Source: an optimization exercise on an open RTL-to-GDS flow (aim: a short achievable clock period and few clock cycles). Production flows keep margins and buffers that such runs may drop. The RTL of this run was laid out without a check of its function. Power and IR drop assume default switching activity.

`flow/run.sh`:
```
#!/bin/bash
# synth_recipe.tcl (not shown) runs the flow's synth.tcl, then flattens the netlist and writes it again
# the make line also repeats each setting of config.mk as NAME=value (left out here)
make -C /OpenROAD-flow-scripts/flow DESIGN_CONFIG=/design/flow/config.mk WORK_HOME=/design/flow/orfs CLKGATE_MAP_FILE= SYNTH_SCRIPT=/design/flow/synth_recipe.tcl finish
```
`flow/config.mk`:
```
export PLATFORM = sky130hd
export DESIGN_NAME = core_top
export DESIGN_NICKNAME = core_top
export VERILOG_FILES = /design/flow/design.v
export SDC_FILE = /design/flow/constraint.sdc
export NUM_CORES = 4
export LEC_CHECK = 0
export ABC_CLOCK_PERIOD_IN_PS = 3000
export CAP_MARGIN = 20
export CORE_MARGIN = 2
export CORE_UTILIZATION = 40
export SETUP_SLACK_MARGIN = 4.5
export SLEW_MARGIN = 20
```
`flow/constraint.sdc`:
```
create_clock -name core_clock -period 8.0 [get_ports {CLK}]
set_input_delay 1.6000 -clock core_clock [delete_from_list [all_inputs] [get_ports {CLK}]]
set_output_delay 1.6000 -clock core_clock [all_outputs]
set_load 0.01 [all_outputs]
```
`flow/design.v`:
```
`timescale 1ns/1ns
module core_top #(
  parameter logic [31:0] RESET_PC = '0
) (
  input  logic        CLK,
  input  logic        RST_N,
  input  logic [31:0] i_imem_data,
  output logic [31:0] o_imem_addr,
  input  logic [31:0] i_dmem_rdata,
  output logic [31:0] o_dmem_addr,
  output logic [31:0] o_dmem_wdata,
  output logic        o_dmem_we
);
  localparam logic [6:0] OPC_LUI    = 7'b0110111;
  localparam logic [6:0] OPC_AUIPC  = 7'b0010111;
  localparam logic [6:0] OPC_JAL    = 7'b1101111;
  localparam logic [6:0] OPC_JALR   = 7'b1100111;
  localparam logic [6:0] OPC_BRANCH = 7'b1100011;
  localparam logic [6:0] OPC_LOAD   = 7'b0000011;
  localparam logic [6:0] OPC_STORE  = 7'b0100011;
  localparam logic [6:0] OPC_OP_IMM = 7'b0010011;
  localparam logic [6:0] OPC_OP     = 7'b0110011;
  logic [31:0] pc_f;
  logic        v_d;
  logic [31:0] ir_d;
  logic [31:0] pc_d;
  logic        v_e;
  logic        wr_e;         
  logic [4:0]  rd_e;
  logic        ld_e;
  logic        sw_e;
  logic        br_e;         
  logic        jalr_e;
  logic        pred_e;       
  logic [5:0]  cond_e;       
  logic        sub_e;
  logic        sra_e;
  logic [8:0]  rsel_e;       
  logic [31:0] a_e, b_e, s_e;
  logic        fa_e, fb_e, fs_e;
  logic [31:0] tgt_e;
  logic [31:0] pc4_e;
  logic        wr_m;
  logic [4:0]  rd_m;
  logic        ld_m;
  logic        sw_m;
  logic [31:0] res_m;
  logic [31:0] st_m;
  logic [31:0] regs [1:31];
  logic [31:0] wb_val;
  assign wb_val = ld_m ? i_dmem_rdata : res_m;
  assign o_dmem_addr  = res_m;
  assign o_dmem_wdata = st_m;
  assign o_dmem_we    = sw_m;
  always_ff @(posedge CLK) begin
    if (!RST_N) begin
      for (int i = 1; i < 32; i++) regs[i] <= '0;
    end else if (wr_m) begin
      regs[rd_m] <= wb_val;
    end
  end
  logic [6:0] opc;
  logic [2:0] f3;
  logic [6:0] f7;
  logic [4:0] rs1, rs2, rd;
  assign opc = ir_d[6:0];
  assign f3  = ir_d[14:12];
  assign f7  = ir_d[31:25];
  assign rs1 = ir_d[19:15];
  assign rs2 = ir_d[24:20];
  assign rd  = ir_d[11:7];
  logic is_lui, is_auipc, is_jal, is_jalr, is_br, is_lw, is_sw, is_opi, is_op;
  assign is_lui   = opc == OPC_LUI;
  assign is_auipc = opc == OPC_AUIPC;
  assign is_jal   = opc == OPC_JAL;
  assign is_jalr  = opc == OPC_JALR;
  assign is_br    = opc == OPC_BRANCH && f3[2:1] != 2'b01;
  assign is_lw    = opc == OPC_LOAD && f3 == 3'b010;
  assign is_sw    = opc == OPC_STORE && f3 == 3'b010;
  assign is_opi   = opc == OPC_OP_IMM;
  assign is_op    = opc == OPC_OP && (f7 == 7'b0000000 || f7 == 7'b0100000);
  logic writes_d, use1_d, use2_d;
  assign writes_d = (is_lui | is_auipc | is_jal | is_jalr | is_lw | is_opi | is_op) && rd != 5'd0;
  assign use1_d   = is_jalr | is_br | is_lw | is_sw | is_opi | is_op;
  assign use2_d   = is_br | is_sw | is_op;
  logic [31:0] imm_i, imm_s, imm_b, imm_u, imm_j;
  assign imm_i = {{20{ir_d[31]}}, ir_d[31:20]};
  assign imm_s = {{20{ir_d[31]}}, ir_d[31:25], ir_d[11:7]};
  assign imm_b = {{19{ir_d[31]}}, ir_d[31], ir_d[7], ir_d[30:25], ir_d[11:8], 1'b0};
  assign imm_u = {ir_d[31:12], 12'b0};
  assign imm_j = {{11{ir_d[31]}}, ir_d[31], ir_d[19:12], ir_d[20], ir_d[30:21], 1'b0};
  logic [31:0] imm_d;
  always_comb begin
    if (is_sw)                imm_d = imm_s;
    else if (is_lui | is_auipc) imm_d = imm_u;
    else                      imm_d = imm_i;
  end
  logic       sub_d, sra_d;
  logic [8:0] rsel_d;
  always_comb begin
    sub_d  = 1'b0;
    sra_d  = 1'b0;
    rsel_d = 9'b000000001;    
    if (is_jal | is_jalr) begin
      rsel_d = 9'b100000000;
    end else if (is_opi | is_op) begin
      case (f3)
        3'b000: begin
          rsel_d = 9'b000000001;
          sub_d  = is_op && f7 == 7'b0100000;
        end
        3'b001: rsel_d = 9'b000000010;
        3'b010: rsel_d = 9'b000001000;
        3'b011: rsel_d = 9'b000010000;
        3'b100: rsel_d = 9'b000100000;
        3'b101: begin
          rsel_d = 9'b000000100;
          sra_d  = f7 == 7'b0100000;
        end
        3'b110: rsel_d = 9'b001000000;
        default: rsel_d = 9'b010000000;
      endcase
    end
  end
  logic [5:0] cond_d;
  always_comb begin
    case (f3)
      3'b000:  cond_d = 6'b000001;
      3'b001:  cond_d = 6'b000010;
      3'b100:  cond_d = 6'b000100;
      3'b101:  cond_d = 6'b001000;
      3'b110:  cond_d = 6'b010000;
      default: cond_d = 6'b100000;
    endcase
  end
  logic [31:0] rf1, rf2, rv1, rv2;
  assign rf1 = (rs1 == 5'd0) ? 32'd0 : regs[rs1];
  assign rf2 = (rs2 == 5'd0) ? 32'd0 : regs[rs2];
  assign rv1 = (wr_m && rd_m == rs1) ? wb_val : rf1;
  assign rv2 = (wr_m && rd_m == rs2) ? wb_val : rf2;
  logic fwd1, fwd2;
  assign fwd1 = v_e && wr_e && rd_e == rs1;
  assign fwd2 = v_e && wr_e && rd_e == rs2;
  logic stall;
  assign stall = v_d && v_e && ld_e && wr_e &&
                 ((use1_d && rd_e == rs1) || (use2_d && rd_e == rs2));
  logic [31:0] tgt_d, pc4_d;
  logic        pred_d, id_jump;
  assign tgt_d   = pc_d + (is_jal ? imm_j : imm_b);
  assign pc4_d   = pc_d + 32'd4;
  assign pred_d  = is_br && ir_d[31];
  assign id_jump = v_d && (is_jal || pred_d);
  logic [31:0] a, b, s;
  assign a = fa_e ? res_m : a_e;
  assign b = fb_e ? res_m : b_e;
  assign s = fs_e ? res_m : s_e;
  logic [31:0] sum;
  assign sum = a + (sub_e ? ~b : b) + {31'd0, sub_e};
  logic eq, lt_s, lt_u;
  assign eq   = a == b;
  assign lt_u = a < b;
  assign lt_s = $signed(a) < $signed(b);
  logic [31:0] sll_v, sr_v;
  assign sll_v = a << b[4:0];
  assign sr_v  = 32'($signed({sra_e & a[31], a}) >>> b[4:0]);
  logic [31:0] res_e;
  assign res_e = ({32{rsel_e[0]}} & sum)
               | ({32{rsel_e[1]}} & sll_v)
               | ({32{rsel_e[2]}} & sr_v)
               | ({32{rsel_e[3]}} & {31'd0, lt_s})
               | ({32{rsel_e[4]}} & {31'd0, lt_u})
               | ({32{rsel_e[5]}} & (a ^ b))
               | ({32{rsel_e[6]}} & (a | b))
               | ({32{rsel_e[7]}} & (a & b))
               | ({32{rsel_e[8]}} & pc4_e);
  logic taken;
  assign taken = (cond_e[0] & eq) | (cond_e[1] & ~eq) | (cond_e[2] & lt_s) |
                 (cond_e[3] & ~lt_s) | (cond_e[4] & lt_u) | (cond_e[5] & ~lt_u);
  logic        redirect;
  logic [31:0] redirect_pc;
  assign redirect    = v_e && (jalr_e || (br_e && (taken != pred_e)));
  assign redirect_pc = jalr_e ? {sum[31:1], 1'b0} : (pred_e ? pc4_e : tgt_e);
  assign o_imem_addr = {2'b00, pc_f[31:2]};
  always_ff @(posedge CLK) begin
    if (!RST_N) begin
      pc_f <= RESET_PC;
      v_d  <= 1'b0;
    end else if (redirect) begin
      pc_f <= redirect_pc;
      v_d  <= 1'b0;
    end else if (!stall) begin
      pc_f <= id_jump ? tgt_d : pc_f + 32'd4;
      v_d  <= !id_jump;
    end
  end
  always_ff @(posedge CLK) begin
    if (!stall) begin
      ir_d <= i_imem_data;
      pc_d <= pc_f;
    end
  end
  always_ff @(posedge CLK) begin
    if (!RST_N || redirect || stall || !v_d) begin
      v_e    <= 1'b0;
      wr_e   <= 1'b0;
      ld_e   <= 1'b0;
      sw_e   <= 1'b0;
      br_e   <= 1'b0;
      jalr_e <= 1'b0;
    end else begin
      v_e    <= 1'b1;
      wr_e   <= writes_d;
      ld_e   <= is_lw;
      sw_e   <= is_sw;
      br_e   <= is_br;
      jalr_e <= is_jalr;
    end
  end
  always_ff @(posedge CLK) begin
    rd_e   <= rd;
    pred_e <= pred_d;
    cond_e <= cond_d;
    sub_e  <= sub_d;
    sra_e  <= sra_d;
    rsel_e <= rsel_d;
    a_e    <= is_lui ? 32'd0 : (is_auipc ? pc_d : rv1);
    b_e    <= (is_op | is_br) ? rv2 : imm_d;
    s_e    <= rv2;
    fa_e   <= fwd1 && !is_lui && !is_auipc;
    fb_e   <= fwd2 && (is_op | is_br);
    fs_e   <= fwd2;
    tgt_e  <= tgt_d;
    pc4_e  <= pc4_d;
  end
  always_ff @(posedge CLK) begin
    if (!RST_N) begin
      wr_m  <= 1'b0;
      ld_m  <= 1'b0;
      sw_m  <= 1'b0;
      rd_m  <= '0;
      res_m <= '0;
      st_m  <= '0;
    end else begin
      wr_m  <= v_e && wr_e;
      ld_m  <= v_e && ld_e;
      sw_m  <= v_e && sw_e;
      rd_m  <= rd_e;
      res_m <= res_e;
      st_m  <= s;
    end
  end
endmodule
```
==> key figures <==
Timing
  • Tcrit/Tclk final: a little over half
  • Total negative slack: 0 ns
  • Fmax: about 240 MHz
  • Final worst path period need: between 4 and 5 ns
  • Slew margin rel.: 21.3%
  • Actual slew at the worst max-slew pin: 1.18 ns
  • Max Clock Skew: 0.0498 ns
  • WHS: approximately 0.43 ns
  • Final Hold Viols: 0
  • PnR worst setup slack: 3.75 ns
  • Max-slew violation count: 0
  • Unrepaired setup endpoints after global routing: yes
  • # setup viols final: 0

Yosys
  • Async SR Flop Fraction: 0%
  • Mux contribution to synthesized area: approximately 23%
  • Most common cell in the netlist: nor2_1
  • Synth Flop Type: edfxtp_1
  • Post-synth EDFFs: 1088
  • Top post-synthesis cells by area: edfxtp_1 (43%), mux4_2 (19%), dfxtp_1 (8.1%)
  • Synth top area share: between 40 and 50%
  • Mapped Cells: around 6000
  • Yosys reg bits: between 1000 and 1500
  • Most instantiated cells after synthesis: nor2_1 (1249), edfxtp_1 (1088), mux4_2 (640)
  • Area leader, netlist: edfxtp_1
  • Synth unique cells: between 80 and 90
  • Synth Warn #: 1
  • Synth Area in Simple Gates: between 10% and 20%
  • Mapped Area: ~75000 um^2
  • Combinational family with the most area after synthesis: multiplexers
  • Syn avg cell area: around 12 um^2
  • Synth Area in Adders: 2.70%
  • XOR/XNOR share of the synthesized area: 1.62%
  • Post-synthesis compound-gate area fraction: under 10%
  • Sequential area share after synthesis: between 50% and 60%

Detailed routing
  • Drt total wl: a little under 300000 um
  • Pre-antenna DRT Iters: 8
  • DRC errors left: 0
  • Initial DRC Count: 8136
  • Via density: ~6.4
  • Via count: about 56000
  • Routed WL per cell: roughly 34 um
  • Post-DRT Antenna Nets: 0

Pwr
  • Internal: about 14 mW
  • Clock power share: between 30% and 40%
  • Leak: approximately 32 nW
  • Switching share of power: between 30% and 40%
  • Pwr Density: approximately 220 nW/um^2
  • VDD IR max: between 0.15 and 0.2 mV
  • Psw: ~6 mW
  • Comb pwr share: ~20%
  • Flop pwr share: 43.3%
  • Final Power: a little under 20 mW

Die
  • Die Span X: 437 um
  • Die Area: about 190000 um^2
  • Die Span Y: 437 um
  • Core area: between 150000 and 200000 um^2
  • Initial Util: roughly 40%
  • Cell Rows: roughly 160
  • # IOs: roughly 160

Worst setup path
  • Required time worst endpoint: about 8.7 ns
  • CP max FO: 8
  • Startpoint class of the critical path: flip-flop
  • Arrival time worst endpoint: ~4.9 ns
  • Crit end category: flip-flop
  • WS Path Type: reg2reg

Status
  • Status: complete, no violations

Job
  • Max Cap Violations: 0

Clock network
  • Root Buffer Master: clkbuf_16
  • Clock Pin Slew Worst Setup and Hold Paths: 0.06 ns
  • CTS H-tree depth: 4
  • Skew-Pair Late Insertion Delay: just over 0.8 ns
  • Clock Sinks: approximately 1400
  • CTS buffer count: 155
  • CTS tree: built
  • Clk buf depth: 3
  • # hold bufs at CTS: 0

Min path
  • Type of the worst min-delay path: reg2reg

Layout
  • P&R area growth vs syn: 19.6%
  • Final #Nets: ~6400
  • Layout cells sized above 1: 27.2%
  • Reg area: 39000 um^2
  • Multi-input gate area: around 37000 um^2
  • # fillers: ~16000

Placed design
  • IO Port Bufs: 160
  • Worst slack, placed: about 2.1 ns
  • Post-DP HPWL: roughly 190000 um
  • Placer congestion estimate: 1.02

GRT
  • First-pass GRT wire length: ~410000 um
  • Largest net degree at the start of global routing: ~110
  • Vias in the first global route: 53800
  • Initial antenna violation count: 4
  • GRT Resource Usage Total: between 30 and 40%
  • Grt ovf: 0
[metrics by stage]
stage          instance area (um^2)  cells  util (%)
5_1_grt                       89900   8759      48.0
6_report                      89900   8762      48.0
2_1_floorplan                 75500   6029         -
3_5_place_dp                  79700   8255      42.6
3_3_place_gp                  79600   8247      42.5
4_1_cts                       87900   8658      46.9
[metal layers]
| metal | up-vias | global-route usage (%) | wire length (um) |
|---|---|---|---|
| li1 | 22900 | - | - |
| met2 | 3708 | 48.4 | 140000 |
| met3 | 829 | 6.38 | 31200 |
| met5 | - | 0 | 7 |
| met4 | 2 | 17.3 | 21300 |
| met1 | 28700 | 38.1 | 106000 |
[layout make-up]
cell class                 instances  share of cell area [%]
antenna                            3                 0.00835
clock buffer                     196                    4.72
clock inverter                    84                   0.896
inverter                         143                   0.619
multi-input combinational       3933                    40.7
sequential                      1394                    43.4
tap                             2495                    3.47
timing repair buffer             513                    6.21
timing repair inverter             1                 0.00557
[kinds of logic after synthesis]
| logic type | Yosys count |
|---|---|
| xor gates and xnor gates | 139 |
| DFF | 1394 |
| AOI/OAI and AO/OA | 849 |
| buffers and inverters | 704 |
| muxes | 912 |
| other | 1 |
| and+or+nand+nor | 1868 |
| adders and majority gates | 161 |
[repair_timing]
item	CTS	global route
setup endpoints to repair	446	201
gates cloned	15	5
gates resized for setup	422	175
pin swaps	58	62
hold endpoints to repair	0	0
setup buffers	108	83
[placed cells by master (no fill, tap or decap), types with 24 or more instances in the layout]
cell type	synthesis	layout
a21o_1	39	39
a211oi_1	36	29
clkbuf_1	442	27
nor2_1	1249	1234
nor3_1	40	34
o21ai_1	3	29
o21ai_0	180	136
o22ai_1	43	42
buf_16	0	29
nand2_2	0	45
buf_4	32	260
mux2i_2	1	24
inv_1	139	128
mux2i_1	250	144
xnor2_1	93	80
a31oi_1	30	27
clkinv_1	3	32
ha_1	159	133
o22a_1	39	39
mux2i_4	0	83
edfxtp_1	1088	1088
mux4_2	640	640
a221o_1	34	34
nand3_1	85	79
a21oi_1	247	222
o211ai_1	34	34
dfxtp_4	0	38
clkbuf_16	0	166
clkdlybuf4s50_1	0	137
dfxtp_1	306	238
and3_1	36	34
nand2_1	333	264
clkinv_2	0	26
buf_12	0	25
dfxtp_2	0	30
xor2_1	46	32
[power groups by stage]
stage | Combinational (mW) | Sequential (mW) | Clock (mW)
6_report | 3.98 | 8.54 | 7.21
5_1_grt | 4.10 | 8.55 | 7.53
4_1_cts | 3.59 | 8.52 | 7.26
3_5_place_dp | 3.23 | 8.65 | 0
3_3_place_gp | 3.17 | 8.64 | 0
2_1_floorplan | 1.94 | 8.41 | 0
[registers in the layout, summed over array words and instances (netlist names), 6 cells and up, named ones only]
name / cells
regs: 1024
a_e: 32
b_e: 32
ir_d: 32
pc4_e: 32
pc_d: 32
pc_f: 32
res_m: 32
s_e: 32
st_m: 32
tgt_e: 31
rsel_e: 9
cond_e: 6
[worst max-delay path, cell delays in order, from the launching register on]
cell and delay (ns):
dfxtp_4 0.41, buf_4 0.17, buf_16 0.15, buf_4 0.15, mux2i_4 0.19, ha_4 0.33
nor4_4 0.06, nand2_2 0.12, buf_4 0.17, a21oi_1 0.05, or4_4 0.57, a211oi_4 0.32
o211ai_4 0.17, or4b_4 0.61, nand3_4 0.20, nor2_4 0.09, a221o_1 0.35
[path summary, 6_finish.rpt]
check	from	end	slack [ns]	cells past startpoint
setup reg to reg	fb_e	pc_f[20]	3.75	16
hold reg to reg	pc_d[0]	pc4_e[0]	0.43	0
hold / removal	pc_d[0]	pc4_e[0]	0.43	0
setup / recovery	fb_e	pc_f[20]	3.75	16

[separate check: timing with driven ports]
Ports are ideal in the flow. The routed layout listed here was re-timed in OpenROAD. Step 1: set_driving_cell puts a clkbuf_16 on CLK and a buf_2 on each other input, an assumption about the parent block. Step 2, shift: input delay + t, output delay - t, t = (earliest + latest rising clock arrival at the registers) / 2. This alone moves slack from input paths to output paths. Three values: ideal ports, drivers, drivers and shift; two values: the first two.
shift t [ns]: 0.879
setup WS [ns]: 3.753 / 3.753 / 3.658
clock arrival spread, ns: 0.050 / 0.051
slew at the worst register clock pin (ns): 0.07 / 0.07
After both steps this run still meets setup and hold. For this run, drivers alone change the setup slack by 0.000 ns; drivers and shift together by -0.095 ns.
